This design comes from an exercise in tuning for small area on the open sky130 flow, not from production work. In this exercise RTL edits were held to simulation tests only and were not proved equivalent to the original.

==> flow/design.v, too long to show whole: its modules and the start of the top module <==
// module mac_round_sat: 22 lines
// module mac_fa: 7 lines
// module mac_ha: 7 lines
// module mac_cpa: 317 lines
// module mac_nch_acc: 987 lines
module mac_nch_acc #(
    parameter int DW     = 18,
    parameter int CW     = 28,
    parameter int NCH    = 4,
    parameter int GUARD  = 2,
    parameter int OSHIFT = 24,
    parameter int OW     = 20
) (
    input  logic                         clk,
    input  logic                         rst,
    input  logic                         iv,
    input  logic [DW-1:0]                din,
    input  logic [CW-1:0]                cin,
    input  logic [((NCH <= 1) ? 1 : $clog2(NCH))-1:0]     ch,
    input  logic                         first,
    input  logic                         last,
    output logic [OW-1:0]                dout,
    output logic [((NCH <= 1) ? 1 : $clog2(NCH))-1:0]     och,
    output logic                         ov,
    output logic                         ovf
);
  // ...
==> flow/flow/run.sh <==
#!/bin/bash
# Layout flow: the standard flow (standard.sh, with the standard synthesis
# unchanged) with
#  - plain buf_1 port buffers instead of the default delay-cell port buffers,
#  - clock tree synthesis without dummy loads, with clkbuf_4 buffers and
#    clusters of at most 10 sinks within 40 um.
# Each make run's full output goes to its own log file in this folder; ORFS's
# per-step logs are under orfs/logs/.
set -euo pipefail
bash standard.sh synth > flow_synth.log 2>&1
bash standard.sh \
    "BUFFER_PORTS_ARGS=-buffer_cell sky130_fd_sc_hd__buf_1" \
    "CTS_ARGS=-sink_clustering_enable -repair_clock_nets -dont_use_dummy_load -buf_list sky130_fd_sc_hd__clkbuf_4 -sink_clustering_size 10 -sink_clustering_max_diameter 40" \
    finish > flow_layout.log 2>&1
==> flow/standard.sh <==
#!/bin/bash
# synth_recipe.tcl (not shown) runs the flow's synth.tcl, then flattens the netlist and writes it again
# the make line also repeats each setting of config.mk as NAME=value (left out here)
make -C /OpenROAD-flow-scripts/flow DESIGN_CONFIG=/design/flow/config.mk WORK_HOME=/design/flow/orfs CLKGATE_MAP_FILE= SYNTH_SCRIPT=/design/flow/synth_recipe.tcl "${@:-finish}"
==> flow/config.mk <==
export PLATFORM = sky130hd
export DESIGN_NAME = mac_nch_acc
export DESIGN_NICKNAME = mac_nch_acc
export VERILOG_FILES = /design/flow/design.v
export SDC_FILE = /design/flow/constraint.sdc
export NUM_CORES = 4
export LEC_CHECK = 0
export ABC_AREA = 1
export CAP_MARGIN = 20
export CORE_MARGIN = 2
export CORE_UTILIZATION = 60
export CTS_BUF_LIST = sky130_fd_sc_hd__clkbuf_4
export SLEW_MARGIN = 20
export SYNTH_HIERARCHICAL = 1
export SYNTH_MINIMUM_KEEP_SIZE = 0
==> flow/constraint.sdc <==
create_clock -name core_clock -period 7.5 [get_ports {clk}]
set_input_delay 1.5000 -clock core_clock [delete_from_list [all_inputs] [get_ports {clk}]]
set_output_delay 1.5000 -clock core_clock [all_outputs]
set_load 0.01 [all_outputs]
==> metrics.md, run 1 <==
| Metric | Value |
|---|---|
| Min cycle time layout | `6.85 ns` |
| Crit start category | `register` |
| #MultiIn Comb | `1689` |
| Vias | `18300` |
| First-pass GRT wire length | `104000 µm` |
| # rows | `73` |
| DR top layer | `met5` |
| Worst Setup Slack, final | `0.652 ns` |
| Core Region | `39900 µm²` |
| M1 WL | `28100 µm` |
| RSZ-0062 raised after global routing | `false` |
| CTS Sinks | `349` |
| Buffering overhead | `0.0306` |
| Cell repeated most along the worst path | `nand2_2` |
| CP top delay family | `adder cells` |
| Status | `no timing/DRC/antenna violations` |
| CP arrival | `7.41 ns` |
| RR Endpoint | `acc3[47]` |
| Area of the multi-input gates | `13700 µm²` |
| Total global routing overflow | `0` |
| Final cell count without fillers | `2944` |
| Post-synthesis compound-gate area fraction | `0.102` |
| Most frequent cell after synthesis | `nor2_1` |
| Post-Synth XOR/XNOR Area | `0.0172` |
| Vias in the first global route | `18000` |
| H-tree levels | `2` |
| TritonRoute pass-1 iters | `6` |
==> module mac_round_sat, before the edit <==
module mac_round_sat #(
    parameter int HW = 24,
    parameter int OW = 20
) (
    input  logic [HW-1:0] hin,
    input  logic          halfn,
    input  logic          restn,
    output logic [OW-1:0] dout,
    output logic          ovf
);
    localparam logic [OW-1:0] SATP = {1'b0, {(OW-1){1'b1}}};
    localparam logic [OW-1:0] SATN = {1'b1, {(OW-2){1'b0}}, 1'b1};
    logic          neg, up;
    logic [HW-1:0] hi;
    logic [HW:0]   quo;
    assign hi  = ~hin;
    assign neg = hi[HW-1];
    assign up  = ~halfn & (~neg | ~restn);
    assign quo = {neg, hi} + {{HW{1'b0}}, up};
    assign ovf = ~(&quo[HW:OW-1]) & (|quo[HW:OW-1]);
    assign dout = ovf ? (neg ? SATN : SATP) : quo[OW-1:0];
endmodule
==> inputs of run 2 (changes only) <==
--- a/flow/design.v
+++ b/flow/design.v
@@ -3,27 +3,33 @@
     parameter int OW = 20
 ) (
     input  logic [HW-1:0] hin,
     input  logic          halfn,
     input  logic          restn,
     output logic [OW-1:0] dout,
     output logic          ovf
 );
-    localparam logic [OW-1:0] SATP = {1'b0, {(OW-1){1'b1}}};
-    localparam logic [OW-1:0] SATN = {1'b1, {(OW-2){1'b0}}, 1'b1};
     logic          neg, up;
     logic [HW-1:0] hi;
-    logic [HW:0]   quo;
+    logic [OW-1:0] quo;
+    logic [OW:0]   cy;
+    logic [4:0]    t;
     assign hi  = ~hin;
     assign neg = hi[HW-1];
     assign up  = ~halfn & (~neg | ~restn);
-    assign quo = {neg, hi} + {{HW{1'b0}}, up};
-    assign ovf = ~(&quo[HW:OW-1]) & (|quo[HW:OW-1]);
-    assign dout = ovf ? (neg ? SATN : SATP) : quo[OW-1:0];
+    assign cy[0] = up;
+    for (genvar j = 0; j < OW; j++) begin : g_inc
+        mac_ha u_inc (.a(hi[j]), .b(cy[j]), .s(quo[j]), .co(cy[j+1]));
+    end
+    assign t   = hi[HW-1:OW-1];
+    assign ovf = cy[OW-1] ? ~(&t[4:1]) : ~((&t) | ~(|t));
+    assign dout[0]      = ovf | quo[0];
+    assign dout[OW-2:1] = ovf ? {(OW-2){~neg}} : quo[OW-2:1];
+    assign dout[OW-1]   = ovf ? neg : quo[OW-1];
 endmodule
 module mac_fa (
     input  logic a, b, c,
     output logic s, co
 );
     assign s  = a ^ b ^ c;
     assign co = (a & b) | (a & c) | (b & c);
 endmodule
@@ -979,157 +985,157 @@
     logic s537;
     logic c538;
     logic s539;
     logic c540;
     logic s541;
     logic c542;
     logic s543;
     logic c544;
-    mac_ha u_s1 (.a(neg[7]), .b(arow[14]), .s(s1), .co(c2));
-    mac_ha u_s3 (.a(arow[15]), .b(pp[15]), .s(s3), .co(c4));
-    mac_fa u_s5 (.a(neg[8]), .b(arow[16]), .c(pp[16]), .s(s5), .co(c6));
-    mac_ha u_s7 (.a(pp[42]), .b(pp[68]), .s(s7), .co(c8));
-    mac_fa u_s9 (.a(arow[17]), .b(pp[17]), .c(pp[43]), .s(s9), .co(c10));
-    mac_ha u_s11 (.a(pp[69]), .b(pp[95]), .s(s11), .co(c12));
-    mac_fa u_s13 (.a(arow[18]), .b(pp[18]), .c(pp[44]), .s(s13), .co(c14));
-    mac_ha u_s15 (.a(pp[70]), .b(pp[96]), .s(s15), .co(c16));
-    mac_fa u_s17 (.a(arow[19]), .b(pp[19]), .c(pp[45]), .s(s17), .co(c18));
-    mac_ha u_s19 (.a(pp[71]), .b(pp[97]), .s(s19), .co(c20));
-    mac_fa u_s21 (.a(arow[20]), .b(pp[20]), .c(pp[46]), .s(s21), .co(c22));
-    mac_ha u_s23 (.a(pp[72]), .b(pp[98]), .s(s23), .co(c24));
-    mac_fa u_s25 (.a(arow[21]), .b(pp[21]), .c(pp[47]), .s(s25), .co(c26));
-    mac_ha u_s27 (.a(pp[73]), .b(pp[99]), .s(s27), .co(c28));
-    mac_fa u_s29 (.a(arow[22]), .b(pp[22]), .c(pp[48]), .s(s29), .co(c30));
-    mac_ha u_s31 (.a(pp[74]), .b(pp[100]), .s(s31), .co(c32));
-    mac_fa u_s33 (.a(arow[23]), .b(pp[23]), .c(pp[49]), .s(s33), .co(c34));
-    mac_ha u_s35 (.a(pp[75]), .b(pp[101]), .s(s35), .co(c36));
-    mac_fa u_s37 (.a(arow[24]), .b(pp[24]), .c(pp[50]), .s(s37), .co(c38));
-    mac_ha u_s39 (.a(pp[76]), .b(pp[102]), .s(s39), .co(c40));
-    mac_fa u_s41 (.a(arow[25]), .b(pp[25]), .c(pp[51]), .s(s41), .co(c42));
-    mac_ha u_s43 (.a(pp[77]), .b(pp[103]), .s(s43), .co(c44));
-    mac_fa u_s45 (.a(arow[26]), .b(pp[26]), .c(pp[52]), .s(s45), .co(c46));
-    mac_ha u_s47 (.a(pp[78]), .b(pp[104]), .s(s47), .co(c48));
-    mac_fa u_s49 (.a(arow[27]), .b(pp[27]), .c(pp[53]), .s(s49), .co(c50));
-    mac_ha u_s51 (.a(pp[79]), .b(pp[105]), .s(s51), .co(c52));
-    assign s53 = ~(arow[28] ^ ppt[0]);
-    assign c54 = arow[28] | ppt[0];
-    mac_fa u_s55 (.a(pp[54]), .b(pp[80]), .c(pp[106]), .s(s55), .co(c56));
-    assign s57 = ~(arow[29] ^ pp[55]);
-    assign c58 = arow[29] | pp[55];
-    mac_ha u_s59 (.a(pp[81]), .b(pp[107]), .s(s59), .co(c60));
-    mac_fa u_s61 (.a(arow[30]), .b(ppt[1]), .c(pp[82]), .s(s61), .co(c62));
-    assign s63 = ~arow[31];
-    assign c64 = arow[31];
-    mac_ha u_s65 (.a(neg[4]), .b(arow[8]), .s(s65), .co(c66));
-    mac_ha u_s67 (.a(arow[9]), .b(pp[9]), .s(s67), .co(c68));
-    mac_fa u_s69 (.a(neg[5]), .b(arow[10]), .c(pp[10]), .s(s69), .co(c70));
-    mac_ha u_s71 (.a(pp[36]), .b(pp[62]), .s(s71), .co(c72));
-    mac_fa u_s73 (.a(arow[11]), .b(pp[11]), .c(pp[37]), .s(s73), .co(c74));
-    mac_ha u_s75 (.a(pp[63]), .b(pp[89]), .s(s75), .co(c76));
-    mac_fa u_s77 (.a(neg[6]), .b(arow[12]), .c(pp[12]), .s(s77), .co(c78));
-    mac_fa u_s79 (.a(pp[38]), .b(pp[64]), .c(pp[90]), .s(s79), .co(c80));
-    mac_ha u_s81 (.a(pp[116]), .b(pp[142]), .s(s81), .co(c82));
-    mac_fa u_s83 (.a(arow[13]), .b(pp[13]), .c(pp[39]), .s(s83), .co(c84));
-    mac_fa u_s85 (.a(pp[65]), .b(pp[91]), .c(pp[117]), .s(s85), .co(c86));
-    mac_ha u_s87 (.a(pp[143]), .b(pp[169]), .s(s87), .co(c88));
-    mac_fa u_s89 (.a(pp[14]), .b(pp[40]), .c(pp[66]), .s(s89), .co(c90));
-    mac_fa u_s91 (.a(pp[92]), .b(pp[118]), .c(pp[144]), .s(s91), .co(c92));
-    mac_fa u_s93 (.a(pp[170]), .b(pp[196]), .c(s1), .s(s93), .co(c94));
-    mac_fa u_s95 (.a(pp[41]), .b(pp[67]), .c(pp[93]), .s(s95), .co(c96));
-    mac_fa u_s97 (.a(pp[119]), .b(pp[145]), .c(pp[171]), .s(s97), .co(c98));
-    mac_fa u_s99 (.a(pp[197]), .b(c2), .c(s3), .s(s99), .co(c100));
-    mac_fa u_s101 (.a(pp[94]), .b(pp[120]), .c(pp[146]), .s(s101), .co(c102));
-    mac_fa u_s103 (.a(pp[172]), .b(pp[198]), .c(pp[224]), .s(s103), .co(c104));
+    mac_ha u_s1 (.a(neg[7]), .b(pp[14]), .s(s1), .co(c2));
+    mac_ha u_s3 (.a(pp[15]), .b(pp[41]), .s(s3), .co(c4));
+    mac_fa u_s5 (.a(neg[8]), .b(pp[16]), .c(pp[42]), .s(s5), .co(c6));
+    mac_ha u_s7 (.a(pp[68]), .b(pp[94]), .s(s7), .co(c8));
+    mac_fa u_s9 (.a(pp[17]), .b(pp[43]), .c(pp[69]), .s(s9), .co(c10));
+    mac_ha u_s11 (.a(pp[95]), .b(pp[121]), .s(s11), .co(c12));
+    mac_fa u_s13 (.a(pp[18]), .b(pp[44]), .c(pp[70]), .s(s13), .co(c14));
+    mac_ha u_s15 (.a(pp[96]), .b(pp[122]), .s(s15), .co(c16));
+    mac_fa u_s17 (.a(pp[19]), .b(pp[45]), .c(pp[71]), .s(s17), .co(c18));
+    mac_ha u_s19 (.a(pp[97]), .b(pp[123]), .s(s19), .co(c20));
+    mac_fa u_s21 (.a(pp[20]), .b(pp[46]), .c(pp[72]), .s(s21), .co(c22));
+    mac_ha u_s23 (.a(pp[98]), .b(pp[124]), .s(s23), .co(c24));
+    mac_fa u_s25 (.a(pp[21]), .b(pp[47]), .c(pp[73]), .s(s25), .co(c26));
+    mac_ha u_s27 (.a(pp[99]), .b(pp[125]), .s(s27), .co(c28));
+    mac_fa u_s29 (.a(pp[22]), .b(pp[48]), .c(pp[74]), .s(s29), .co(c30));
+    mac_ha u_s31 (.a(pp[100]), .b(pp[126]), .s(s31), .co(c32));
+    mac_fa u_s33 (.a(pp[23]), .b(pp[49]), .c(pp[75]), .s(s33), .co(c34));
+    mac_ha u_s35 (.a(pp[101]), .b(pp[127]), .s(s35), .co(c36));
+    mac_fa u_s37 (.a(pp[24]), .b(pp[50]), .c(pp[76]), .s(s37), .co(c38));
+    mac_ha u_s39 (.a(pp[102]), .b(pp[128]), .s(s39), .co(c40));
+    mac_fa u_s41 (.a(pp[25]), .b(pp[51]), .c(pp[77]), .s(s41), .co(c42));
+    mac_ha u_s43 (.a(pp[103]), .b(pp[129]), .s(s43), .co(c44));
+    mac_fa u_s45 (.a(pp[26]), .b(pp[52]), .c(pp[78]), .s(s45), .co(c46));
+    mac_ha u_s47 (.a(pp[104]), .b(pp[130]), .s(s47), .co(c48));
+    mac_fa u_s49 (.a(pp[27]), .b(pp[53]), .c(pp[79]), .s(s49), .co(c50));
+    mac_ha u_s51 (.a(pp[105]), .b(pp[131]), .s(s51), .co(c52));
+    assign s53 = ~(ppt[0] ^ pp[54]);
+    assign c54 = ppt[0] | pp[54];
+    mac_fa u_s55 (.a(pp[80]), .b(pp[106]), .c(pp[132]), .s(s55), .co(c56));
+    assign s57 = ~(pp[55] ^ pp[81]);
+    assign c58 = pp[55] | pp[81];
+    mac_ha u_s59 (.a(pp[107]), .b(pp[133]), .s(s59), .co(c60));
+    mac_fa u_s61 (.a(ppt[1]), .b(pp[82]), .c(pp[108]), .s(s61), .co(c62));
+    assign s63 = ~pp[83];
+    assign c64 = pp[83];
+    mac_ha u_s65 (.a(neg[4]), .b(pp[8]), .s(s65), .co(c66));
+    mac_ha u_s67 (.a(pp[9]), .b(pp[35]), .s(s67), .co(c68));
+    mac_fa u_s69 (.a(neg[5]), .b(pp[10]), .c(pp[36]), .s(s69), .co(c70));
+    mac_ha u_s71 (.a(pp[62]), .b(pp[88]), .s(s71), .co(c72));
+    mac_fa u_s73 (.a(pp[11]), .b(pp[37]), .c(pp[63]), .s(s73), .co(c74));
+    mac_ha u_s75 (.a(pp[89]), .b(pp[115]), .s(s75), .co(c76));
+    mac_fa u_s77 (.a(neg[6]), .b(pp[12]), .c(pp[38]), .s(s77), .co(c78));
+    mac_fa u_s79 (.a(pp[64]), .b(pp[90]), .c(pp[116]), .s(s79), .co(c80));
+    mac_ha u_s81 (.a(pp[142]), .b(pp[168]), .s(s81), .co(c82));
+    mac_fa u_s83 (.a(pp[13]), .b(pp[39]), .c(pp[65]), .s(s83), .co(c84));
+    mac_fa u_s85 (.a(pp[91]), .b(pp[117]), .c(pp[143]), .s(s85), .co(c86));
+    mac_ha u_s87 (.a(pp[169]), .b(arow[13]), .s(s87), .co(c88));
+    mac_fa u_s89 (.a(pp[40]), .b(pp[66]), .c(pp[92]), .s(s89), .co(c90));
+    mac_fa u_s91 (.a(pp[118]), .b(pp[144]), .c(pp[170]), .s(s91), .co(c92));
+    mac_fa u_s93 (.a(pp[196]), .b(arow[14]), .c(s1), .s(s93), .co(c94));
+    mac_fa u_s95 (.a(pp[67]), .b(pp[93]), .c(pp[119]), .s(s95), .co(c96));
+    mac_fa u_s97 (.a(pp[145]), .b(pp[171]), .c(pp[197]), .s(s97), .co(c98));
+    mac_fa u_s99 (.a(arow[15]), .b(c2), .c(s3), .s(s99), .co(c100));
+    mac_fa u_s101 (.a(pp[120]), .b(pp[146]), .c(pp[172]), .s(s101), .co(c102));
+    mac_fa u_s103 (.a(pp[198]), .b(pp[224]), .c(arow[16]), .s(s103), .co(c104));
     mac_fa u_s105 (.a(c4), .b(s5), .c(s7), .s(s105), .co(c106));
-    mac_fa u_s107 (.a(pp[121]), .b(pp[147]), .c(pp[173]), .s(s107), .co(c108));
-    mac_fa u_s109 (.a(pp[199]), .b(pp[225]), .c(c6), .s(s109), .co(c110));
+    mac_fa u_s107 (.a(pp[147]), .b(pp[173]), .c(pp[199]), .s(s107), .co(c108));
+    mac_fa u_s109 (.a(pp[225]), .b(arow[17]), .c(c6), .s(s109), .co(c110));
     mac_fa u_s111 (.a(c8), .b(s9), .c(s11), .s(s111), .co(c112));
-    mac_fa u_s113 (.a(pp[122]), .b(pp[148]), .c(pp[174]), .s(s113), .co(c114));
-    mac_fa u_s115 (.a(pp[200]), .b(pp[226]), .c(c10), .s(s115), .co(c116));
+    mac_fa u_s113 (.a(pp[148]), .b(pp[174]), .c(pp[200]), .s(s113), .co(c114));
+    mac_fa u_s115 (.a(pp[226]), .b(arow[18]), .c(c10), .s(s115), .co(c116));
     mac_fa u_s117 (.a(c12), .b(s13), .c(s15), .s(s117), .co(c118));
-    mac_fa u_s119 (.a(pp[123]), .b(pp[149]), .c(pp[175]), .s(s119), .co(c120));
-    mac_fa u_s121 (.a(pp[201]), .b(pp[227]), .c(c14), .s(s121), .co(c122));
+    mac_fa u_s119 (.a(pp[149]), .b(pp[175]), .c(pp[201]), .s(s119), .co(c120));
+    mac_fa u_s121 (.a(pp[227]), .b(arow[19]), .c(c14), .s(s121), .co(c122));
     mac_fa u_s123 (.a(c16), .b(s17), .c(s19), .s(s123), .co(c124));
-    mac_fa u_s125 (.a(pp[124]), .b(pp[150]), .c(pp[176]), .s(s125), .co(c126));
-    mac_fa u_s127 (.a(pp[202]), .b(pp[228]), .c(c18), .s(s127), .co(c128));
+    mac_fa u_s125 (.a(pp[150]), .b(pp[176]), .c(pp[202]), .s(s125), .co(c126));
+    mac_fa u_s127 (.a(pp[228]), .b(arow[20]), .c(c18), .s(s127), .co(c128));
     mac_fa u_s129 (.a(c20), .b(s21), .c(s23), .s(s129), .co(c130));
-    mac_fa u_s131 (.a(pp[125]), .b(pp[151]), .c(pp[177]), .s(s131), .co(c132));
-    mac_fa u_s133 (.a(pp[203]), .b(pp[229]), .c(c22), .s(s133), .co(c134));
+    mac_fa u_s131 (.a(pp[151]), .b(pp[177]), .c(pp[203]), .s(s131), .co(c132));
+    mac_fa u_s133 (.a(pp[229]), .b(arow[21]), .c(c22), .s(s133), .co(c134));
     mac_fa u_s135 (.a(c24), .b(s25), .c(s27), .s(s135), .co(c136));
-    mac_fa u_s137 (.a(pp[126]), .b(pp[152]), .c(pp[178]), .s(s137), .co(c138));
-    mac_fa u_s139 (.a(pp[204]), .b(pp[230]), .c(c26), .s(s139), .co(c140));
+    mac_fa u_s137 (.a(pp[152]), .b(pp[178]), .c(pp[204]), .s(s137), .co(c138));
+    mac_fa u_s139 (.a(pp[230]), .b(arow[22]), .c(c26), .s(s139), .co(c140));
     mac_fa u_s141 (.a(c28), .b(s29), .c(s31), .s(s141), .co(c142));
-    mac_fa u_s143 (.a(pp[127]), .b(pp[153]), .c(pp[179]), .s(s143), .co(c144));
-    mac_fa u_s145 (.a(pp[205]), .b(pp[231]), .c(c30), .s(s145), .co(c146));
+    mac_fa u_s143 (.a(pp[153]), .b(pp[179]), .c(pp[205]), .s(s143), .co(c144));
+    mac_fa u_s145 (.a(pp[231]), .b(arow[23]), .c(c30), .s(s145), .co(c146));
     mac_fa u_s147 (.a(c32), .b(s33), .c(s35), .s(s147), .co(c148));
-    mac_fa u_s149 (.a(pp[128]), .b(pp[154]), .c(pp[180]), .s(s149), .co(c150));
-    mac_fa u_s151 (.a(pp[206]), .b(pp[232]), .c(c34), .s(s151), .co(c152));
+    mac_fa u_s149 (.a(pp[154]), .b(pp[180]), .c(pp[206]), .s(s149), .co(c150));
+    mac_fa u_s151 (.a(pp[232]), .b(arow[24]), .c(c34), .s(s151), .co(c152));
     mac_fa u_s153 (.a(c36), .b(s37), .c(s39), .s(s153), .co(c154));
-    mac_fa u_s155 (.a(pp[129]), .b(pp[155]), .c(pp[181]), .s(s155), .co(c156));
-    mac_fa u_s157 (.a(pp[207]), .b(pp[233]), .c(c38), .s(s157), .co(c158));
+    mac_fa u_s155 (.a(pp[155]), .b(pp[181]), .c(pp[207]), .s(s155), .co(c156));
+    mac_fa u_s157 (.a(pp[233]), .b(arow[25]), .c(c38), .s(s157), .co(c158));
     mac_fa u_s159 (.a(c40), .b(s41), .c(s43), .s(s159), .co(c160));
-    mac_fa u_s161 (.a(pp[130]), .b(pp[156]), .c(pp[182]), .s(s161), .co(c162));
-    mac_fa u_s163 (.a(pp[208]), .b(pp[234]), .c(c42), .s(s163), .co(c164));
+    mac_fa u_s161 (.a(pp[156]), .b(pp[182]), .c(pp[208]), .s(s161), .co(c162));
+    mac_fa u_s163 (.a(pp[234]), .b(arow[26]), .c(c42), .s(s163), .co(c164));
     mac_fa u_s165 (.a(c44), .b(s45), .c(s47), .s(s165), .co(c166));
-    mac_fa u_s167 (.a(pp[131]), .b(pp[157]), .c(pp[183]), .s(s167), .co(c168));
-    mac_fa u_s169 (.a(pp[209]), .b(pp[235]), .c(c46), .s(s169), .co(c170));
+    mac_fa u_s167 (.a(pp[157]), .b(pp[183]), .c(pp[209]), .s(s167), .co(c168));
+    mac_fa u_s169 (.a(pp[235]), .b(arow[27]), .c(c46), .s(s169), .co(c170));
     mac_fa u_s171 (.a(c48), .b(s49), .c(s51), .s(s171), .co(c172));
-    mac_fa u_s173 (.a(pp[132]), .b(pp[158]), .c(pp[184]), .s(s173), .co(c174));
-    mac_fa u_s175 (.a(pp[210]), .b(pp[236]), .c(c50), .s(s175), .co(c176));
+    mac_fa u_s173 (.a(pp[158]), .b(pp[184]), .c(pp[210]), .s(s173), .co(c174));
+    mac_fa u_s175 (.a(pp[236]), .b(arow[28]), .c(c50), .s(s175), .co(c176));
     mac_fa u_s177 (.a(c52), .b(s53), .c(s55), .s(s177), .co(c178));
-    mac_fa u_s179 (.a(pp[133]), .b(pp[159]), .c(pp[185]), .s(s179), .co(c180));
-    mac_fa u_s181 (.a(pp[211]), .b(pp[237]), .c(c54), .s(s181), .co(c182));
+    mac_fa u_s179 (.a(pp[159]), .b(pp[185]), .c(pp[211]), .s(s179), .co(c180));
+    mac_fa u_s181 (.a(pp[237]), .b(arow[29]), .c(c54), .s(s181), .co(c182));
     mac_fa u_s183 (.a(c56), .b(s57), .c(s59), .s(s183), .co(c184));
-    mac_fa u_s185 (.a(pp[108]), .b(pp[134]), .c(pp[160]), .s(s185), .co(c186));
-    mac_fa u_s187 (.a(pp[186]), .b(pp[212]), .c(pp[238]), .s(s187), .co(c188));
+    mac_fa u_s185 (.a(pp[134]), .b(pp[160]), .c(pp[186]), .s(s185), .co(c186));
+    mac_fa u_s187 (.a(pp[212]), .b(pp[238]), .c(arow[30]), .s(s187), .co(c188));
     mac_fa u_s189 (.a(c58), .b(c60), .c(s61), .s(s189), .co(c190));
-    mac_fa u_s191 (.a(pp[83]), .b(pp[109]), .c(pp[135]), .s(s191), .co(c192));
-    mac_fa u_s193 (.a(pp[161]), .b(pp[187]), .c(pp[213]), .s(s193), .co(c194));
-    mac_fa u_s195 (.a(pp[239]), .b(s63), .c(c62), .s(s195), .co(c196));
-    mac_fa u_s197 (.a(arow[32]), .b(ppt[2]), .c(pp[110]), .s(s197), .co(c198));
-    mac_fa u_s199 (.a(pp[136]), .b(pp[162]), .c(pp[188]), .s(s199), .co(c200));
-    mac_fa u_s201 (.a(pp[214]), .b(pp[240]), .c(c64), .s(s201), .co(c202));
-    assign s203 = ~(arow[33] ^ pp[111]);
-    assign c204 = arow[33] | pp[111];
-    mac_fa u_s205 (.a(pp[137]), .b(pp[163]), .c(pp[189]), .s(s205), .co(c206));
-    mac_ha u_s207 (.a(pp[215]), .b(pp[241]), .s(s207), .co(c208));
-    mac_fa u_s209 (.a(arow[34]), .b(ppt[3]), .c(pp[138]), .s(s209), .co(c210));
-    mac_fa u_s211 (.a(pp[164]), .b(pp[190]), .c(pp[216]), .s(s211), .co(c212));
-    assign s213 = ~(arow[35] ^ pp[139]);
-    assign c214 = arow[35] | pp[139];
-    mac_ha u_s215 (.a(pp[165]), .b(pp[191]), .s(s215), .co(c216));
-    mac_fa u_s217 (.a(arow[36]), .b(ppt[4]), .c(pp[166]), .s(s217), .co(c218));
-    assign s219 = ~arow[37];
-    assign c220 = arow[37];
-    mac_ha u_s221 (.a(neg[2]), .b(arow[4]), .s(s221), .co(c222));
-    mac_ha u_s223 (.a(arow[5]), .b(pp[5]), .s(s223), .co(c224));
-    mac_fa u_s225 (.a(neg[3]), .b(arow[6]), .c(pp[6]), .s(s225), .co(c226));
-    mac_ha u_s227 (.a(pp[32]), .b(pp[58]), .s(s227), .co(c228));
-    mac_fa u_s229 (.a(arow[7]), .b(pp[7]), .c(pp[33]), .s(s229), .co(c230));
-    mac_ha u_s231 (.a(pp[59]), .b(pp[85]), .s(s231), .co(c232));
-    mac_fa u_s233 (.a(pp[8]), .b(pp[34]), .c(pp[60]), .s(s233), .co(c234));
-    mac_fa u_s235 (.a(pp[86]), .b(pp[112]), .c(s65), .s(s235), .co(c236));
-    mac_fa u_s237 (.a(pp[35]), .b(pp[61]), .c(pp[87]), .s(s237), .co(c238));
-    mac_fa u_s239 (.a(pp[113]), .b(c66), .c(s67), .s(s239), .co(c240));
-    mac_fa u_s241 (.a(pp[88]), .b(pp[114]), .c(pp[140]), .s(s241), .co(c242));
+    mac_fa u_s191 (.a(pp[109]), .b(pp[135]), .c(pp[161]), .s(s191), .co(c192));
+    mac_fa u_s193 (.a(pp[187]), .b(pp[213]), .c(pp[239]), .s(s193), .co(c194));
+    mac_fa u_s195 (.a(arow[31]), .b(c62), .c(s63), .s(s195), .co(c196));
+    mac_fa u_s197 (.a(ppt[2]), .b(pp[110]), .c(pp[136]), .s(s197), .co(c198));
+    mac_fa u_s199 (.a(pp[162]), .b(pp[188]), .c(pp[214]), .s(s199), .co(c200));
+    mac_fa u_s201 (.a(pp[240]), .b(arow[32]), .c(c64), .s(s201), .co(c202));
+    assign s203 = ~(pp[111] ^ pp[137]);
+    assign c204 = pp[111] | pp[137];
+    mac_fa u_s205 (.a(pp[163]), .b(pp[189]), .c(pp[215]), .s(s205), .co(c206));
+    mac_ha u_s207 (.a(pp[241]), .b(arow[33]), .s(s207), .co(c208));
+    mac_fa u_s209 (.a(ppt[3]), .b(pp[138]), .c(pp[164]), .s(s209), .co(c210));
+    mac_fa u_s211 (.a(pp[190]), .b(pp[216]), .c(pp[242]), .s(s211), .co(c212));
+    assign s213 = ~(pp[139] ^ pp[165]);
+    assign c214 = pp[139] | pp[165];
+    mac_ha u_s215 (.a(pp[191]), .b(pp[217]), .s(s215), .co(c216));
+    mac_fa u_s217 (.a(ppt[4]), .b(pp[166]), .c(pp[192]), .s(s217), .co(c218));
+    assign s219 = ~pp[167];
+    assign c220 = pp[167];
+    mac_ha u_s221 (.a(neg[2]), .b(pp[4]), .s(s221), .co(c222));
+    mac_ha u_s223 (.a(pp[5]), .b(pp[31]), .s(s223), .co(c224));
+    mac_fa u_s225 (.a(neg[3]), .b(pp[6]), .c(pp[32]), .s(s225), .co(c226));
+    mac_ha u_s227 (.a(pp[58]), .b(pp[84]), .s(s227), .co(c228));
+    mac_fa u_s229 (.a(pp[7]), .b(pp[33]), .c(pp[59]), .s(s229), .co(c230));
+    mac_ha u_s231 (.a(pp[85]), .b(arow[7]), .s(s231), .co(c232));
+    mac_fa u_s233 (.a(pp[34]), .b(pp[60]), .c(pp[86]), .s(s233), .co(c234));
+    mac_fa u_s235 (.a(pp[112]), .b(arow[8]), .c(s65), .s(s235), .co(c236));
+    mac_fa u_s237 (.a(pp[61]), .b(pp[87]), .c(pp[113]), .s(s237), .co(c238));
+    mac_fa u_s239 (.a(arow[9]), .b(c66), .c(s67), .s(s239), .co(c240));
+    mac_fa u_s241 (.a(pp[114]), .b(pp[140]), .c(arow[10]), .s(s241), .co(c242));
     mac_fa u_s243 (.a(c68), .b(s69), .c(s71), .s(s243), .co(c244));
-    mac_fa u_s245 (.a(pp[115]), .b(pp[141]), .c(c70), .s(s245), .co(c246));
+    mac_fa u_s245 (.a(pp[141]), .b(arow[11]), .c(c70), .s(s245), .co(c246));
     mac_fa u_s247 (.a(c72), .b(s73), .c(s75), .s(s247), .co(c248));
-    mac_fa u_s249 (.a(pp[168]), .b(c74), .c(c76), .s(s249), .co(c250));
+    mac_fa u_s249 (.a(arow[12]), .b(c74), .c(c76), .s(s249), .co(c250));
     mac_fa u_s251 (.a(s77), .b(s79), .c(s81), .s(s251), .co(c252));
     mac_fa u_s253 (.a(c78), .b(c80), .c(c82), .s(s253), .co(c254));
     mac_fa u_s255 (.a(s83), .b(s85), .c(s87), .s(s255), .co(c256));
-    mac_fa u_s257 (.a(c84), .b(c86), .c(c88), .s(s257), .co(c258));
-    mac_fa u_s259 (.a(s89), .b(s91), .c(s93), .s(s259), .co(c260));
+    mac_fa u_s257 (.a(c84), .b(c86), .c(s89), .s(s257), .co(c258));
+    mac_fa u_s259 (.a(s91), .b(c88), .c(s93), .s(s259), .co(c260));
     mac_fa u_s261 (.a(c90), .b(c92), .c(s95), .s(s261), .co(c262));
     mac_fa u_s263 (.a(s97), .b(c94), .c(s99), .s(s263), .co(c264));
     mac_fa u_s265 (.a(c96), .b(c98), .c(s101), .s(s265), .co(c266));
     mac_fa u_s267 (.a(s103), .b(c100), .c(s105), .s(s267), .co(c268));
-    mac_fa u_s269 (.a(c102), .b(c104), .c(s107), .s(s269), .co(c270));
+    mac_fa u_s269 (.a(c102), .b(s107), .c(c104), .s(s269), .co(c270));
     mac_fa u_s271 (.a(s109), .b(c106), .c(s111), .s(s271), .co(c272));
     mac_fa u_s273 (.a(c108), .b(s113), .c(c110), .s(s273), .co(c274));
     mac_fa u_s275 (.a(s115), .b(c112), .c(s117), .s(s275), .co(c276));
     mac_fa u_s277 (.a(c114), .b(s119), .c(c116), .s(s277), .co(c278));
     mac_fa u_s279 (.a(s121), .b(c118), .c(s123), .s(s279), .co(c280));
     mac_fa u_s281 (.a(c120), .b(s125), .c(c122), .s(s281), .co(c282));
     mac_fa u_s283 (.a(s127), .b(c124), .c(s129), .s(s283), .co(c284));
     mac_fa u_s285 (.a(c126), .b(s131), .c(c128), .s(s285), .co(c286));
@@ -1147,45 +1153,45 @@
     mac_fa u_s309 (.a(c162), .b(s167), .c(c164), .s(s309), .co(c310));
     mac_fa u_s311 (.a(s169), .b(c166), .c(s171), .s(s311), .co(c312));
     mac_fa u_s313 (.a(c168), .b(s173), .c(c170), .s(s313), .co(c314));
     mac_fa u_s315 (.a(s175), .b(c172), .c(s177), .s(s315), .co(c316));
     mac_fa u_s317 (.a(c174), .b(s179), .c(c176), .s(s317), .co(c318));
     mac_fa u_s319 (.a(s181), .b(c178), .c(s183), .s(s319), .co(c320));
     mac_fa u_s321 (.a(c180), .b(s185), .c(s187), .s(s321), .co(c322));
     mac_fa u_s323 (.a(c182), .b(c184), .c(s189), .s(s323), .co(c324));
-    mac_fa u_s325 (.a(c186), .b(c188), .c(s191), .s(s325), .co(c326));
-    mac_fa u_s327 (.a(s193), .b(s195), .c(c190), .s(s327), .co(c328));
+    mac_fa u_s325 (.a(c186), .b(s191), .c(s193), .s(s325), .co(c326));
+    mac_fa u_s327 (.a(c188), .b(c190), .c(s195), .s(s327), .co(c328));
     mac_fa u_s329 (.a(c192), .b(c194), .c(s197), .s(s329), .co(c330));
     mac_fa u_s331 (.a(s199), .b(s201), .c(c196), .s(s331), .co(c332));
     mac_fa u_s333 (.a(c198), .b(c200), .c(s203), .s(s333), .co(c334));
     mac_fa u_s335 (.a(s205), .b(s207), .c(c202), .s(s335), .co(c336));
-    mac_fa u_s337 (.a(pp[242]), .b(c204), .c(c206), .s(s337), .co(c338));
-    mac_fa u_s339 (.a(c208), .b(s209), .c(s211), .s(s339), .co(c340));
-    mac_fa u_s341 (.a(pp[217]), .b(pp[243]), .c(c210), .s(s341), .co(c342));
+    mac_fa u_s337 (.a(arow[34]), .b(c204), .c(c206), .s(s337), .co(c338));
+    mac_fa u_s339 (.a(s209), .b(s211), .c(c208), .s(s339), .co(c340));
+    mac_fa u_s341 (.a(pp[243]), .b(arow[35]), .c(c210), .s(s341), .co(c342));
     mac_fa u_s343 (.a(c212), .b(s213), .c(s215), .s(s343), .co(c344));
-    mac_fa u_s345 (.a(pp[192]), .b(pp[218]), .c(pp[244]), .s(s345), .co(c346));
+    mac_fa u_s345 (.a(pp[218]), .b(pp[244]), .c(arow[36]), .s(s345), .co(c346));
     mac_fa u_s347 (.a(c214), .b(c216), .c(s217), .s(s347), .co(c348));
-    mac_fa u_s349 (.a(pp[167]), .b(pp[193]), .c(pp[219]), .s(s349), .co(c350));
-    mac_fa u_s351 (.a(pp[245]), .b(s219), .c(c218), .s(s351), .co(c352));
-    mac_fa u_s353 (.a(arow[38]), .b(ppt[5]), .c(pp[194]), .s(s353), .co(c354));
-    mac_fa u_s355 (.a(pp[220]), .b(pp[246]), .c(c220), .s(s355), .co(c356));
-    assign s357 = ~(arow[39] ^ pp[195]);
-    assign c358 = arow[39] | pp[195];
-    mac_ha u_s359 (.a(pp[221]), .b(pp[247]), .s(s359), .co(c360));
-    mac_fa u_s361 (.a(arow[40]), .b(ppt[6]), .c(pp[222]), .s(s361), .co(c362));
-    assign s363 = ~arow[41];
-    assign c364 = arow[41];
-    mac_ha u_s365 (.a(neg[1]), .b(arow[2]), .s(s365), .co(c366));
-    mac_ha u_s367 (.a(arow[3]), .b(pp[3]), .s(s367), .co(c368));
-    mac_fa u_s369 (.a(pp[4]), .b(pp[30]), .c(pp[56]), .s(s369), .co(c370));
-    mac_fa u_s371 (.a(pp[31]), .b(pp[57]), .c(c222), .s(s371), .co(c372));
-    mac_fa u_s373 (.a(pp[84]), .b(c224), .c(s225), .s(s373), .co(c374));
+    mac_fa u_s349 (.a(pp[193]), .b(pp[219]), .c(pp[245]), .s(s349), .co(c350));
+    mac_fa u_s351 (.a(arow[37]), .b(c218), .c(s219), .s(s351), .co(c352));
+    mac_fa u_s353 (.a(ppt[5]), .b(pp[194]), .c(pp[220]), .s(s353), .co(c354));
+    mac_fa u_s355 (.a(pp[246]), .b(arow[38]), .c(c220), .s(s355), .co(c356));
+    assign s357 = ~(pp[195] ^ pp[221]);
+    assign c358 = pp[195] | pp[221];
+    mac_ha u_s359 (.a(pp[247]), .b(arow[39]), .s(s359), .co(c360));
+    mac_fa u_s361 (.a(ppt[6]), .b(pp[222]), .c(pp[248]), .s(s361), .co(c362));
+    assign s363 = ~pp[223];
+    assign c364 = pp[223];
+    mac_ha u_s365 (.a(neg[1]), .b(pp[2]), .s(s365), .co(c366));
+    mac_ha u_s367 (.a(pp[3]), .b(pp[29]), .s(s367), .co(c368));
+    mac_fa u_s369 (.a(pp[30]), .b(pp[56]), .c(arow[4]), .s(s369), .co(c370));
+    mac_fa u_s371 (.a(pp[57]), .b(arow[5]), .c(c222), .s(s371), .co(c372));
+    mac_fa u_s373 (.a(arow[6]), .b(c224), .c(s225), .s(s373), .co(c374));
     mac_fa u_s375 (.a(c226), .b(c228), .c(s229), .s(s375), .co(c376));
-    mac_fa u_s377 (.a(c230), .b(c232), .c(s233), .s(s377), .co(c378));
+    mac_fa u_s377 (.a(c230), .b(s233), .c(c232), .s(s377), .co(c378));
     mac_fa u_s379 (.a(c234), .b(s237), .c(c236), .s(s379), .co(c380));
     mac_fa u_s381 (.a(c238), .b(s241), .c(c240), .s(s381), .co(c382));
     mac_fa u_s383 (.a(c242), .b(s245), .c(c244), .s(s383), .co(c384));
     mac_fa u_s385 (.a(c246), .b(s249), .c(c248), .s(s385), .co(c386));
     mac_fa u_s387 (.a(c250), .b(s253), .c(c252), .s(s387), .co(c388));
     mac_fa u_s389 (.a(c254), .b(s257), .c(c256), .s(s389), .co(c390));
     mac_fa u_s391 (.a(c258), .b(s261), .c(c260), .s(s391), .co(c392));
     mac_fa u_s393 (.a(c262), .b(s265), .c(c264), .s(s393), .co(c394));
@@ -1197,47 +1203,47 @@
     mac_fa u_s405 (.a(c286), .b(s289), .c(c288), .s(s405), .co(c406));
     mac_fa u_s407 (.a(c290), .b(s293), .c(c292), .s(s407), .co(c408));
     mac_fa u_s409 (.a(c294), .b(s297), .c(c296), .s(s409), .co(c410));
     mac_fa u_s411 (.a(c298), .b(s301), .c(c300), .s(s411), .co(c412));
     mac_fa u_s413 (.a(c302), .b(s305), .c(c304), .s(s413), .co(c414));
     mac_fa u_s415 (.a(c306), .b(s309), .c(c308), .s(s415), .co(c416));
     mac_fa u_s417 (.a(c310), .b(s313), .c(c312), .s(s417), .co(c418));
     mac_fa u_s419 (.a(c314), .b(s317), .c(c316), .s(s419), .co(c420));
-    mac_fa u_s421 (.a(s321), .b(c318), .c(c320), .s(s421), .co(c422));
-    mac_fa u_s423 (.a(c322), .b(s325), .c(c324), .s(s423), .co(c424));
+    mac_fa u_s421 (.a(c318), .b(s321), .c(c320), .s(s421), .co(c422));
+    mac_fa u_s423 (.a(s325), .b(c322), .c(c324), .s(s423), .co(c424));
     mac_fa u_s425 (.a(c326), .b(s329), .c(c328), .s(s425), .co(c426));
-    mac_fa u_s427 (.a(c330), .b(s333), .c(s335), .s(s427), .co(c428));
+    mac_fa u_s427 (.a(c330), .b(s333), .c(c332), .s(s427), .co(c428));
     mac_fa u_s429 (.a(s337), .b(c334), .c(s339), .s(s429), .co(c430));
-    mac_fa u_s431 (.a(c338), .b(s341), .c(c340), .s(s431), .co(c432));
+    mac_fa u_s431 (.a(c338), .b(s341), .c(s343), .s(s431), .co(c432));
     mac_fa u_s433 (.a(s345), .b(c342), .c(c344), .s(s433), .co(c434));
-    mac_fa u_s435 (.a(c346), .b(s349), .c(s351), .s(s435), .co(c436));
+    mac_fa u_s435 (.a(s349), .b(c346), .c(c348), .s(s435), .co(c436));
     mac_fa u_s437 (.a(c350), .b(s353), .c(s355), .s(s437), .co(c438));
     mac_fa u_s439 (.a(c354), .b(s357), .c(s359), .s(s439), .co(c440));
-    mac_fa u_s441 (.a(pp[248]), .b(c358), .c(c360), .s(s441), .co(c442));
-    mac_fa u_s443 (.a(pp[223]), .b(pp[249]), .c(s363), .s(s443), .co(c444));
-    mac_fa u_s445 (.a(arow[42]), .b(ppt[7]), .c(pp[250]), .s(s445), .co(c446));
-    assign s447 = ~arow[43];
-    assign c448 = arow[43];
-    mac_ha u_s449 (.a(neg[0]), .b(arow[0]), .s(s449), .co(c450));
-    mac_ha u_s451 (.a(arow[1]), .b(pp[1]), .s(s451), .co(c452));
-    mac_fa u_s453 (.a(pp[2]), .b(pp[28]), .c(s365), .s(s453), .co(c454));
-    mac_fa u_s455 (.a(pp[29]), .b(c366), .c(s367), .s(s455), .co(c456));
-    mac_fa u_s457 (.a(s221), .b(c368), .c(s369), .s(s457), .co(c458));
-    mac_fa u_s459 (.a(c370), .b(s223), .c(s371), .s(s459), .co(c460));
+    mac_fa u_s441 (.a(arow[40]), .b(c358), .c(s361), .s(s441), .co(c442));
+    mac_fa u_s443 (.a(pp[249]), .b(arow[41]), .c(c362), .s(s443), .co(c444));
+    mac_fa u_s445 (.a(ppt[7]), .b(pp[250]), .c(arow[42]), .s(s445), .co(c446));
+    assign s447 = ~pp[251];
+    assign c448 = pp[251];
+    mac_ha u_s449 (.a(neg[0]), .b(pp[0]), .s(s449), .co(c450));
+    mac_ha u_s451 (.a(pp[1]), .b(arow[1]), .s(s451), .co(c452));
+    mac_fa u_s453 (.a(pp[28]), .b(arow[2]), .c(s365), .s(s453), .co(c454));
+    mac_fa u_s455 (.a(arow[3]), .b(c366), .c(s367), .s(s455), .co(c456));
+    mac_fa u_s457 (.a(c368), .b(s221), .c(s369), .s(s457), .co(c458));
+    mac_fa u_s459 (.a(s223), .b(c370), .c(s371), .s(s459), .co(c460));
     mac_fa u_s461 (.a(s227), .b(c372), .c(s373), .s(s461), .co(c462));
     mac_fa u_s463 (.a(s231), .b(c374), .c(s375), .s(s463), .co(c464));
-    mac_fa u_s465 (.a(s235), .b(c376), .c(s377), .s(s465), .co(c466));
-    mac_fa u_s467 (.a(c378), .b(s239), .c(s379), .s(s467), .co(c468));
+    mac_fa u_s465 (.a(c376), .b(s235), .c(s377), .s(s465), .co(c466));
+    mac_fa u_s467 (.a(s239), .b(c378), .c(s379), .s(s467), .co(c468));
     mac_fa u_s469 (.a(s243), .b(c380), .c(s381), .s(s469), .co(c470));
     mac_fa u_s471 (.a(s247), .b(c382), .c(s383), .s(s471), .co(c472));
     mac_fa u_s473 (.a(s251), .b(c384), .c(s385), .s(s473), .co(c474));
     mac_fa u_s475 (.a(s255), .b(c386), .c(s387), .s(s475), .co(c476));
-    mac_fa u_s477 (.a(s259), .b(c388), .c(s389), .s(s477), .co(c478));
-    mac_fa u_s479 (.a(c390), .b(s263), .c(s391), .s(s479), .co(c480));
+    mac_fa u_s477 (.a(c388), .b(s259), .c(s389), .s(s477), .co(c478));
+    mac_fa u_s479 (.a(s263), .b(c390), .c(s391), .s(s479), .co(c480));
     mac_fa u_s481 (.a(s267), .b(c392), .c(s393), .s(s481), .co(c482));
     mac_fa u_s483 (.a(s271), .b(c394), .c(s395), .s(s483), .co(c484));
     mac_fa u_s485 (.a(s275), .b(c396), .c(s397), .s(s485), .co(c486));
     mac_fa u_s487 (.a(s279), .b(c398), .c(s399), .s(s487), .co(c488));
     mac_fa u_s489 (.a(s283), .b(c400), .c(s401), .s(s489), .co(c490));
     mac_fa u_s491 (.a(s287), .b(c402), .c(s403), .s(s491), .co(c492));
     mac_fa u_s493 (.a(s291), .b(c404), .c(s405), .s(s493), .co(c494));
     mac_fa u_s495 (.a(s295), .b(c406), .c(s407), .s(s495), .co(c496));
@@ -1245,36 +1251,36 @@
     mac_fa u_s499 (.a(s303), .b(c410), .c(s411), .s(s499), .co(c500));
     mac_fa u_s501 (.a(s307), .b(c412), .c(s413), .s(s501), .co(c502));
     mac_fa u_s503 (.a(s311), .b(c414), .c(s415), .s(s503), .co(c504));
     mac_fa u_s505 (.a(s315), .b(c416), .c(s417), .s(s505), .co(c506));
     mac_fa u_s507 (.a(s319), .b(c418), .c(s419), .s(s507), .co(c508));
     mac_fa u_s509 (.a(s323), .b(c420), .c(s421), .s(s509), .co(c510));
     mac_fa u_s511 (.a(s327), .b(c422), .c(s423), .s(s511), .co(c512));
     mac_fa u_s513 (.a(s331), .b(c424), .c(s425), .s(s513), .co(c514));
-    mac_fa u_s515 (.a(c332), .b(s427), .c(c426), .s(s515), .co(c516));
+    mac_fa u_s515 (.a(s335), .b(c426), .c(s427), .s(s515), .co(c516));
     mac_fa u_s517 (.a(c336), .b(s429), .c(c428), .s(s517), .co(c518));
-    mac_fa u_s519 (.a(s343), .b(c430), .c(s431), .s(s519), .co(c520));
+    mac_fa u_s519 (.a(c340), .b(s431), .c(c430), .s(s519), .co(c520));
     mac_fa u_s521 (.a(s347), .b(c432), .c(s433), .s(s521), .co(c522));
-    mac_fa u_s523 (.a(c348), .b(c434), .c(s435), .s(s523), .co(c524));
-    mac_fa u_s525 (.a(c352), .b(s437), .c(c436), .s(s525), .co(c526));
+    mac_fa u_s523 (.a(s351), .b(c434), .c(s435), .s(s523), .co(c524));
+    mac_fa u_s525 (.a(c352), .b(c436), .c(s437), .s(s525), .co(c526));
     mac_fa u_s527 (.a(c356), .b(s439), .c(c438), .s(s527), .co(c528));
-    mac_fa u_s529 (.a(s361), .b(s441), .c(c440), .s(s529), .co(c530));
-    mac_fa u_s531 (.a(c362), .b(s443), .c(c442), .s(s531), .co(c532));
+    mac_fa u_s529 (.a(c360), .b(s441), .c(c440), .s(s529), .co(c530));
+    mac_fa u_s531 (.a(s363), .b(s443), .c(c442), .s(s531), .co(c532));
     mac_fa u_s533 (.a(c364), .b(s445), .c(c444), .s(s533), .co(c534));
-    mac_fa u_s535 (.a(pp[251]), .b(s447), .c(c446), .s(s535), .co(c536));
-    mac_fa u_s537 (.a(arow[44]), .b(ppt[8]), .c(c448), .s(s537), .co(c538));
+    mac_fa u_s535 (.a(arow[43]), .b(s447), .c(c446), .s(s535), .co(c536));
+    mac_fa u_s537 (.a(ppt[8]), .b(arow[44]), .c(c448), .s(s537), .co(c538));
     assign s539 = ~arow[45];
     assign c540 = arow[45];
     assign s541 = ~arow[46];
     assign c542 = arow[46];
     assign s543 = ~arow[47];
     assign c544 = arow[47];
     assign ta = {c542, c540, c538, c536, c534, c532, c530, c528, c526, c524, c522, c520, c518, c516, c514, c512, c510, c508, c506, c504, c502, c500, c498, c496, c494, c492, c490, c488, c486, c484, c482, c480, c478, c476, c474, c472, c470, c468, c466, c464, c462, c460, c458, c456, c454, c452, c450, s449};
-    assign tb = {s543, s541, s539, s537, s535, s533, s531, s529, s527, s525, s523, s521, s519, s517, s515, s513, s511, s509, s507, s505, s503, s501, s499, s497, s495, s493, s491, s489, s487, s485, s483, s481, s479, s477, s475, s473, s471, s469, s467, s465, s463, s461, s459, s457, s455, s453, s451, pp[0]};
+    assign tb = {s543, s541, s539, s537, s535, s533, s531, s529, s527, s525, s523, s521, s519, s517, s515, s513, s511, s509, s507, s505, s503, s501, s499, s497, s495, s493, s491, s489, s487, s485, s483, s481, s479, s477, s475, s473, s471, s469, s467, s465, s463, s461, s459, s457, s455, s453, s451, arow[0]};
     mac_cpa u_cpa (.a(ta), .b(tb), .s(sum));
     always_ff @(posedge clk) begin
         if (v1 && ch1 == 2'd0) acc0 <= sum;
         if (v1 && ch1 == 2'd1) acc1 <= sum;
         if (v1 && ch1 == 2'd2) acc2 <= sum;
         if (v1 && ch1 == 2'd3) acc3 <= sum;
     end
     always_ff @(posedge clk or posedge rst) begin
==> run 2 against run 1 <==
Net effect:
- flip-flop and latch count is the same
- die area is 1.2% lower
- fmax rose by 5.4%
- synthesized cell count down 0.91%
- hold slack improved by 0.064 ns
- global-route usage down 2.2 points
- clock-buffer cell count shrank 2
- register-to-register slack gained 0.35 ns
- final area fell by 0.82%
- critical path type unchanged
==> metrics.md, run 2 <==
| Metric | Value |
|---|---|
| Max_cap viols | `0 (unchanged)` |
| Most frequent cells in the layout | `nor2_1, nand2_1, fa_1 (unchanged)` |
| Post-synth top flop | `edfxtp_1 (unchanged)` |
| Syn-to-layout area delta | `4.08% (was 3.66%)` |
| M1 WL | `27800 µm (was 28100 µm)` |
| Net Count, Synth | `2851 (was 2856)` |
| CTS tree | `yes (unchanged)` |
| Setup TNS | `0 ns (unchanged)` |
| Least-Margin Pin Slew | `1.13 ns (was 1.15 ns)` |
| Period utilization | `0.866 (was 0.913)` |
| Final setup viols | `0 (unchanged)` |
| DRC viols | `0 (unchanged)` |
| Starting density of the core | `0.608 (was 0.611)` |
| Pin count of the biggest net entering global routing | `49 (unchanged)` |
| Initial antenna violation count | `1 (was 3)` |
| DP Worst Slack | `1.09 ns (was 0.682 ns)` |
| Top cells by count, synth | `nor2_1, nand2_1, fa_1 (unchanged)` |
| Post-layout util | `0.633 (about the same)` |
| Postcts setup bufs | `0 (unchanged)` |
| ANT nets after route | `0 (unchanged)` |
| Via-to-Cell Ratio | `5.99 (was 6.23)` |
| Gr usage total | `0.307 (was 0.329)` |
| Worst Setup Path Type | `register to register (unchanged)` |
| CTS Hold Bufs | `0 (unchanged)` |
| Post-synth EDFFs | `192 (unchanged)` |
| Die X | `204 µm (was 206 µm)` |
| Max FO, Critical Path | `23 (was 25)` |
| Worst Path Required | `8.02 ns (was 8.06 ns)` |
| Final hold vios | `0 (unchanged)` |
| Status | `no timing/DRC/antenna violations (unchanged)` |
| Setup Skew | `0.0926 ns (was 0.0987 ns)` |
| Placer congestion estimate | `0.922 (was 0.966)` |
| Synthesized instance count | `2406 (was 2428)` |
| CTS resizes | `0 (unchanged)` |
| Top post-synthesis cells by area | `edfxtp_1, fa_1, dfxtp_1, a221oi_1, ha_1 (unchanged)` |
| Detailed placer's ending HPWL | `45800 µm (was 48700 µm)` |
| Crit start category | `register (unchanged)` |
| Fill count | `3270 (was 3292)` |
| Die H | `204 µm (was 206 µm)` |
| Hold Crit Class | `register to register (unchanged)` |
| Worst Setup Slack, final | `1.01 ns (was 0.652 ns)` |
| WL per Instance | `21.3 µm (was 23.0 µm)` |
| Synth area leader | `edfxtp_1 (unchanged)` |
| Post-synthesis sequential area ratio | `0.377 (was 0.372)` |
| PortBufs | `76 (unchanged)` |
| Most frequent cell after synthesis | `nor2_1 (unchanged)` |
| Die area | `41800 µm² (was 42300 µm²)` |
| Mean Syn Cell Area | `10.0 µm² (about the same)` |
| CTS max path bufs | `3 (unchanged)` |
| Proportion of netlist area held by the largest area contributor | `0.239 (was 0.236)` |
| DR top layer | `met4 (was met5)` |
| Async S/R FF share, synth | `0.0917 (unchanged)` |
| Min cycle time layout | `6.49 ns (was 6.85 ns)` |
| Largest family of logic cells by synthesized area | `adder cells (unchanged)` |
| H-tree levels | `2 (unchanged)` |
| CTS Sinks | `349 (unchanged)` |
| Cts bufs inserted | `47 (was 49)` |
| Post-synthesis compound-gate area fraction | `0.101 (was 0.102)` |
| # rows | `73 (unchanged)` |
| CP arrival | `7.02 ns (was 7.41 ns)` |
| Metal3 WL | `5750 µm (was 7930 µm)` |
| Core Region | `39600 µm² (was 39900 µm²)` |
| RSZ-0062 raised after global routing | `false (unchanged)` |
| Reg clk slew, reported paths | `0.10 ns (about the same)` |
| Slew margin rel. | `0.242 (was 0.232)` |
| Vias in the first global route | `17300 (was 18000)` |
| Share of layout cells above drive strength 1 | `0.0722 (was 0.0807)` |
| Slew Viols, Final | `0 (unchanged)` |
| Placed cells | `2873 (was 2891)` |
| Mux cell area share after synthesis | `0.0108 (was 0.0106)` |
| Post-Synth XOR/XNOR Area | `0.0113 (was 0.0172)` |
| Synthesized-area fraction occupied by adder cells | `0.282 (was 0.270)` |
| Worst setup EP type | `register (unchanged)` |
| Commonest non-fill, non-tap cell in the layout | `nor2_1 (unchanged)` |
| I/O Pins | `77 (unchanged)` |
| TritonRoute pass-1 iters | `8 (was 6)` |
| First-pass GRT wire length | `98500 µm (was 104000 µm)` |
| Simple-Gate Fraction of Synth Area | `0.144 (was 0.160)` |
| Synth Cell Area | `24100 µm² (was 24400 µm²)` |
| Synthesis Warnings | `7 (unchanged)` |
| Seq cells post-synth | `349 (unchanged)` |
| Latest clock arrival within the worst-skew pair | `0.78 ns (was 0.80 ns)` |
| CTS root buf | `clkbuf_4 (unchanged)` |
| Post-layout net count | `2842 (was 2846)` |
| Final cell count without fillers | `2921 (was 2944)` |
| Distinct cells, synth | `40 (was 47)` |
| Total global routing overflow | `0 (unchanged)` |
| Fmax achieved | `0.154 GHz (was 0.146 GHz)` |
| DRT iter0 DRCs | `1730 (was 2346)` |
| DRT Wirelength | `62300 µm (was 67600 µm)` |
| Vias | `17500 (was 18300)` |
| Routed wl met2 | `27300 µm (was 29100 µm)` |
run 2: changes by cell type in the layout (fill, tap and decap cells not counted), moves of 9 or more:
cell and delta:
nand2_2 -9, nand4_1 -16, ha_1 +17, nor2_1 -25, inv_1 +52, xor2_1 -11, nand3_1 -14
run 2: metal layers:
layer  vias up  track usage
met5         -            0
met4         0       0.0945
met3        84       0.0630
met2       833        0.465
met1      8505        0.448
li1       8071            -
run 2: per-module statistics from Yosys (local to each module, per instance), excerpt:
module	area (µm²)	copies in the design
mac_ha	12.5	52
mac_nch_acc	16400	1
mac_cpa	2000	1
mac_fa	20.0	228
run 2: final timing paths:
| kind | start | end | slack, ns | cells after the start |
|---|---|---|---|---|
| min | ch3[1] | ch4[1] | 0.33 | 0 |
| min reg2reg | ch3[1] | ch4[1] | 0.33 | 0 |
| max reg2reg | ch1[1] | acc1[47] | 1.01 | 24 |
| min in group asynchronous | rst | v1 | 0.66 | 2 |
| max | ch1[1] | acc1[47] | 1.01 | 24 |
| max in group asynchronous | rst | z[2] | 6.17 | 3 |
run 2: cell type report:
cell class / count / area [µm²] / share of cell area
Sequential cell: 349 / 9070 / 0.362
Timing Repair Buffer: 143 / 801 / 0.0319
Multi-Input combinational cell: 1615 / 13300 / 0.530
Clock buffer: 47 / 353 / 0.0141
Tap cell: 525 / 657 / 0.0262
Inverter: 241 / 905 / 0.0361
Antenna cell: 1 / 2.50 / 0.0000998
run 2: cell families after synthesis:
group / after synthesis
buf+inv: 442
flops: 349
fa+ha+maj: 392
compound gates: 318
mux: 23
xor+xnor: 31
simple gates: 851
run 2: worst max-delay path: stages (launching register included):
cell and delay, ns:
dfxtp_1 0.83, nor2_2 0.19, nand2_1 0.11, nand2_1 0.08, nor2_4 0.61, nand2_1 0.31
fa_1 0.56, fa_1 0.48, fa_1 0.52, fa_1 0.42, ha_1 0.35, nand2_1 0.08
nand2_1 0.06, a21oi_1 0.13, nand2_1 0.08, a21oi_1 0.15, nand2_2 0.11, nand2_1 0.07
nand2_1 0.08, nand2_1 0.08, nand2_2 0.07, nand2_1 0.07, nand2_1 0.07, fa_1 0.38
xnor2_1 0.34
run 2: metrics by stage:
step                hold WS [ns]  cell area [µm²]
floorplan                  0.310            24100
global placement           0.310            24700
detailed placement         0.312            24700
CTS                        0.327            25100
global route               0.323            25100
finish                     0.329            25100
==> inputs of run 3 (changes only) <==
--- a/flow/config.mk
+++ b/flow/config.mk
@@ -9,7 +9,7 @@
 export CAP_MARGIN = 20
 export CORE_MARGIN = 2
 export CORE_UTILIZATION = 60
-export CTS_BUF_LIST = sky130_fd_sc_hd__clkbuf_4
+export GPL_TIMING_DRIVEN = 0
 export SLEW_MARGIN = 20
 export SYNTH_HIERARCHICAL = 1
 export SYNTH_MINIMUM_KEEP_SIZE = 0
==> run 3 against run 2 <==
Net effect:
- final area rose by 2.2%
- worst setup slack got worse by 0.75 ns
- routed wire length rose by 24%
- synthesized area did not move
- sequential share of layout area fell by 0.79 points
- final cell count rose by 5.1%
- flip-flop and latch count did not move
==> metrics.md, run 3 <==
| Metric | Value |
|---|---|
| Status | `no timing/DRC/antenna violations (unchanged)` |
| Worst Setup Path Type | `register to register (unchanged)` |
| Post-synth EDFFs | `192 (unchanged)` |
| Max FO, Critical Path | `10 (was 23)` |
| Pin count of the biggest net entering global routing | `24 (was 49)` |
| Starting density of the core | `0.608 (unchanged)` |
| Synthesis Warnings | `7 (unchanged)` |
| Synth Cell Area | `24100 µm² (unchanged)` |
| Async S/R FF share, synth | `0.0917 (unchanged)` |
| Placed inst area | `25300 µm² (was 24700 µm²)` |
| CTS Hold Bufs | `0 (unchanged)` |
| CTS resizes | `0 (unchanged)` |
| Reg clk slew, reported paths | `0.09 ns (was 0.10 ns)` |
| Hold path depth | `0 (unchanged)` |
| Least-Margin Pin Slew | `0.980 ns (was 1.13 ns)` |
| First-pass GRT wire length | `116000 µm (was 98500 µm)` |
| Most frequent cell after synthesis | `nor2_1 (unchanged)` |
| Synthesized instance count | `2406 (unchanged)` |
| Final hold vios | `0 (unchanged)` |
| Distinct cells, synth | `40 (unchanged)` |
| Reg2reg setup slack | `0.26 ns (was 1.01 ns)` |
| Worst reg2reg path depth | `25 (was 24)` |
| DRT iter0 DRCs | `2182 (was 1730)` |
| Commonest non-fill, non-tap cell in the layout | `nor2_1 (unchanged)` |
| Post-synthesis sequential area ratio | `0.377 (unchanged)` |
| Worst setup EP type | `register (unchanged)` |
| Synth area leader | `edfxtp_1 (unchanged)` |
| Most frequent cells in the layout | `nor2_1, nand2_1, fa_1 (unchanged)` |
| Worst Path Required | `8.03 ns (was 8.02 ns)` |
| Max_cap viols | `0 (unchanged)` |
| Crit-path slowest cell | `clkbuf_1 (was dfxtp_1)` |
| Worst hold slack | `0.303 ns (was 0.329 ns)` |
| Post-synth top flop | `edfxtp_1 (unchanged)` |
| ANT nets after route | `0 (unchanged)` |
| Proportion of netlist area held by the largest area contributor | `0.239 (unchanged)` |
| Worst Path Buf+Inv | `2 (was 0)` |
| CTS max path bufs | `3 (unchanged)` |
| Cell repeated most along the worst path | `nand2_1 (unchanged)` |
| Period utilization | `0.966 (was 0.866)` |
| Slew Viols, Final | `0 (unchanged)` |
| Share of layout cells above drive strength 1 | `0.0681 (was 0.0722)` |
| Postcts setup bufs | `0 (unchanged)` |
| Final setup viols | `0 (unchanged)` |
| DRC viols | `0 (unchanged)` |
| Setup Skew | `0.0747 ns (was 0.0926 ns)` |
| TritonRoute pass-1 iters | `8 (unchanged)` |
| Syn-to-layout area delta | `6.40% (was 4.08%)` |
| RSZ-0062 raised after global routing | `false (unchanged)` |
| Slew margin rel. | `0.340 (was 0.242)` |
| Fin area | `25600 µm² (was 25100 µm²)` |
| Detailed placer's ending HPWL | `59900 µm (was 45800 µm)` |
| Vias in the first global route | `19500 (was 17300)` |
| Min cycle time layout | `7.24 ns (was 6.49 ns)` |
| Setup TNS | `0 ns (unchanged)` |
| Cts bufs inserted | `46 (was 47)` |
| WL per Instance | `25.1 µm (was 21.3 µm)` |
| Total global routing overflow | `0 (unchanged)` |
| CP top delay family | `adder cells (unchanged)` |
| # rows | `73 (unchanged)` |
| Initial antenna violation count | `2 (was 1)` |
| Slowest stage delay, CP | `0.62 ns (was 0.83 ns)` |
| Post-layout util | `0.647 (was 0.633)` |
| Gr usage total | `0.377 (was 0.307)` |
| CTS root buf | `clkbuf_4 (unchanged)` |
| Vias | `19200 (was 17500)` |
| Mean Syn Cell Area | `10.0 µm² (unchanged)` |
| Net Count, Synth | `2851 (unchanged)` |
| Placer congestion estimate | `0.983 (was 0.922)` |
| H-tree levels | `2 (unchanged)` |
| PortBufs | `76 (unchanged)` |
| DRT Wirelength | `77000 µm (was 62300 µm)` |
| Seq cells post-synth | `349 (unchanged)` |
| CP arrival | `7.77 ns (was 7.02 ns)` |
| Post-layout net count | `2988 (was 2842)` |
| FF-to-FF Start | `q0[1] (was ch1[1])` |
| Top cells by count, synth | `nor2_1, nand2_1, fa_1 (unchanged)` |
| I/O Pins | `77 (unchanged)` |
| Via-to-Cell Ratio | `6.25 (was 5.99)` |
| Fmax achieved | `0.138 GHz (was 0.154 GHz)` |
| Worst hold start | `r3[17] (was ch3[1])` |
| Die X | `204 µm (unchanged)` |
| CTS tree | `yes (unchanged)` |
| Die H | `204 µm (unchanged)` |
| Core Region | `39600 µm² (unchanged)` |
| Hold endpoint | `r4[17] (was ch4[1])` |
| Fill count | `3147 (was 3270)` |
| Hold Crit Class | `register to register (unchanged)` |
| Die area | `41800 µm² (unchanged)` |
| Top post-synthesis cells by area | `edfxtp_1, fa_1, dfxtp_1, a221oi_1, ha_1 (unchanged)` |
| Latest clock arrival within the worst-skew pair | `0.80 ns (was 0.78 ns)` |
| RR Endpoint | `acc0[47] (was acc1[47])` |
| CTS Sinks | `349 (unchanged)` |
| Crit start category | `register (unchanged)` |
==> run 3: cell types whose count changed in the layout (fill, tap and decap cells not counted), sizes merged <==
cell,change
buf,+29
diode,+3
clkbuf,+117
==> run 3: how the worst max path moves through the flow <==
| stage | start | endpoint | cells past startpoint |
|---|---|---|---|
| 2_1_floorplan | q0[2] | acc0[47] | 26 |
| 3_3_place_gp | ch1[0] | acc0[18] | 4 |
| 3_5_place_dp | q0[1] | acc3[47] | 25 |
| 4_1_cts | q0[1] | acc0[47] | 25 |
| 5_1_grt | q0[1] | acc0[47] | 25 |
| 6_report | q0[1] | acc0[47] | 25 |
==> run 3: stage by stage <==
stage          cells  setup WS [ns]
6_report        3070          0.256
5_1_grt         3070          0.148
4_1_cts         3066          0.449
3_5_place_dp    3020          0.483
3_3_place_gp    3007         0.0863
2_1_floorplan   2406           1.92
==> run 3: area by class of cell <==
type / count / area, µm² / share of cell area
inverters: 241 / 905 / 0.0353
diodes: 4 / 10.0 / 0.000390
multi-input cells: 1615 / 13300 / 0.517
plain buffers: 201 / 878 / 0.0343
clock buffers: 46 / 345 / 0.0135
well taps: 525 / 657 / 0.0256
repair buffers: 89 / 503 / 0.0196
flip-flops and latches: 349 / 9070 / 0.354
==> run 3: layer usage <==
layer	vias up	share of wire	track usage
met2	1229	0.46	0.602
met1	9371	0.39	0.504
li1	8375	-	-
met5	-	0	0
met4	0	0.046	0.162
met3	226	0.10	0.0749
==> run 3: cell families after synthesis <==
kind of cell | count (synthesis) | synth area share
adders and majority gates | 392 | 0.282
muxes | 23 | 0.0108
xor gates and xnor gates | 31 | 0.0113
DFF | 349 | 0.377
buffers and inverters | 442 | 0.0740
and+or+nand+nor | 851 | 0.144
AOI/OAI and AO/OA | 318 | 0.101
==> run 3: worst register-to-register path, cell delays in order, from the launching register on <==
cell and delay [ns]:
dfxtp_1 0.36, ha_1 0.30, clkinv_1 0.28, clkbuf_1 0.62, nor2_1 0.11, a221oi_1 0.49, fa_1 0.54, fa_1 0.51
fa_1 0.40, fa_1 0.51, fa_1 0.43, ha_1 0.34, a21oi_1 0.34, nand2_1 0.10, nand2_1 0.07, nand2_1 0.06
a21oi_1 0.16, nand2_2 0.14, nand2_1 0.08, nand2_1 0.07, nand2_1 0.08, nand2_2 0.09, nand2_1 0.08, nand2_1 0.09
fa_1 0.39, xnor2_1 0.36
==> run 3: modules after synthesis, one instance, submodules excluded, a selection <==
module | area (µm²) | flops+latches | copies in the design
mac_cpa | 2000 | 0 | 1
mac_fa | 20.0 | 0 | 228
mac_ha | 12.5 | 0 | 52
mac_nch_acc | 16400 | 349 | 1

-- static timing again, ports no longer ideal --
Ports are ideal in the flow. The routed layouts listed here were re-timed in OpenROAD.
Step 1: set_driving_cell puts a clkbuf_16 on clk and a buf_2 on each other input, an assumption about the parent block.
Step 2 times the ports against the registers' clock, not the clock port: input delays grow and output delays shrink by t, the midpoint of the rising clock arrivals with the driver on.
Three values: ideal ports, drivers, drivers and shift; two values: the first two.
run | t, ns | setup slack, ns | hold WS [ns] | worst setup path after step 2 | worst data-port slew with drivers (ns)
run 1 | 0.802 | 0.652 / 0.652 / 0.652 | 0.265 / 0.265 / 0.265 | register to register | 0.06
run 2 | 0.784 | 1.006 / 1.006 / 1.006 | 0.329 / 0.329 / 0.329 | register to register | 0.05
run 3 | 0.821 | 0.256 / 0.256 / 0.256 | 0.303 / 0.303 / 0.303 | register to register | 0.04
After both steps every run listed still meets setup and hold.
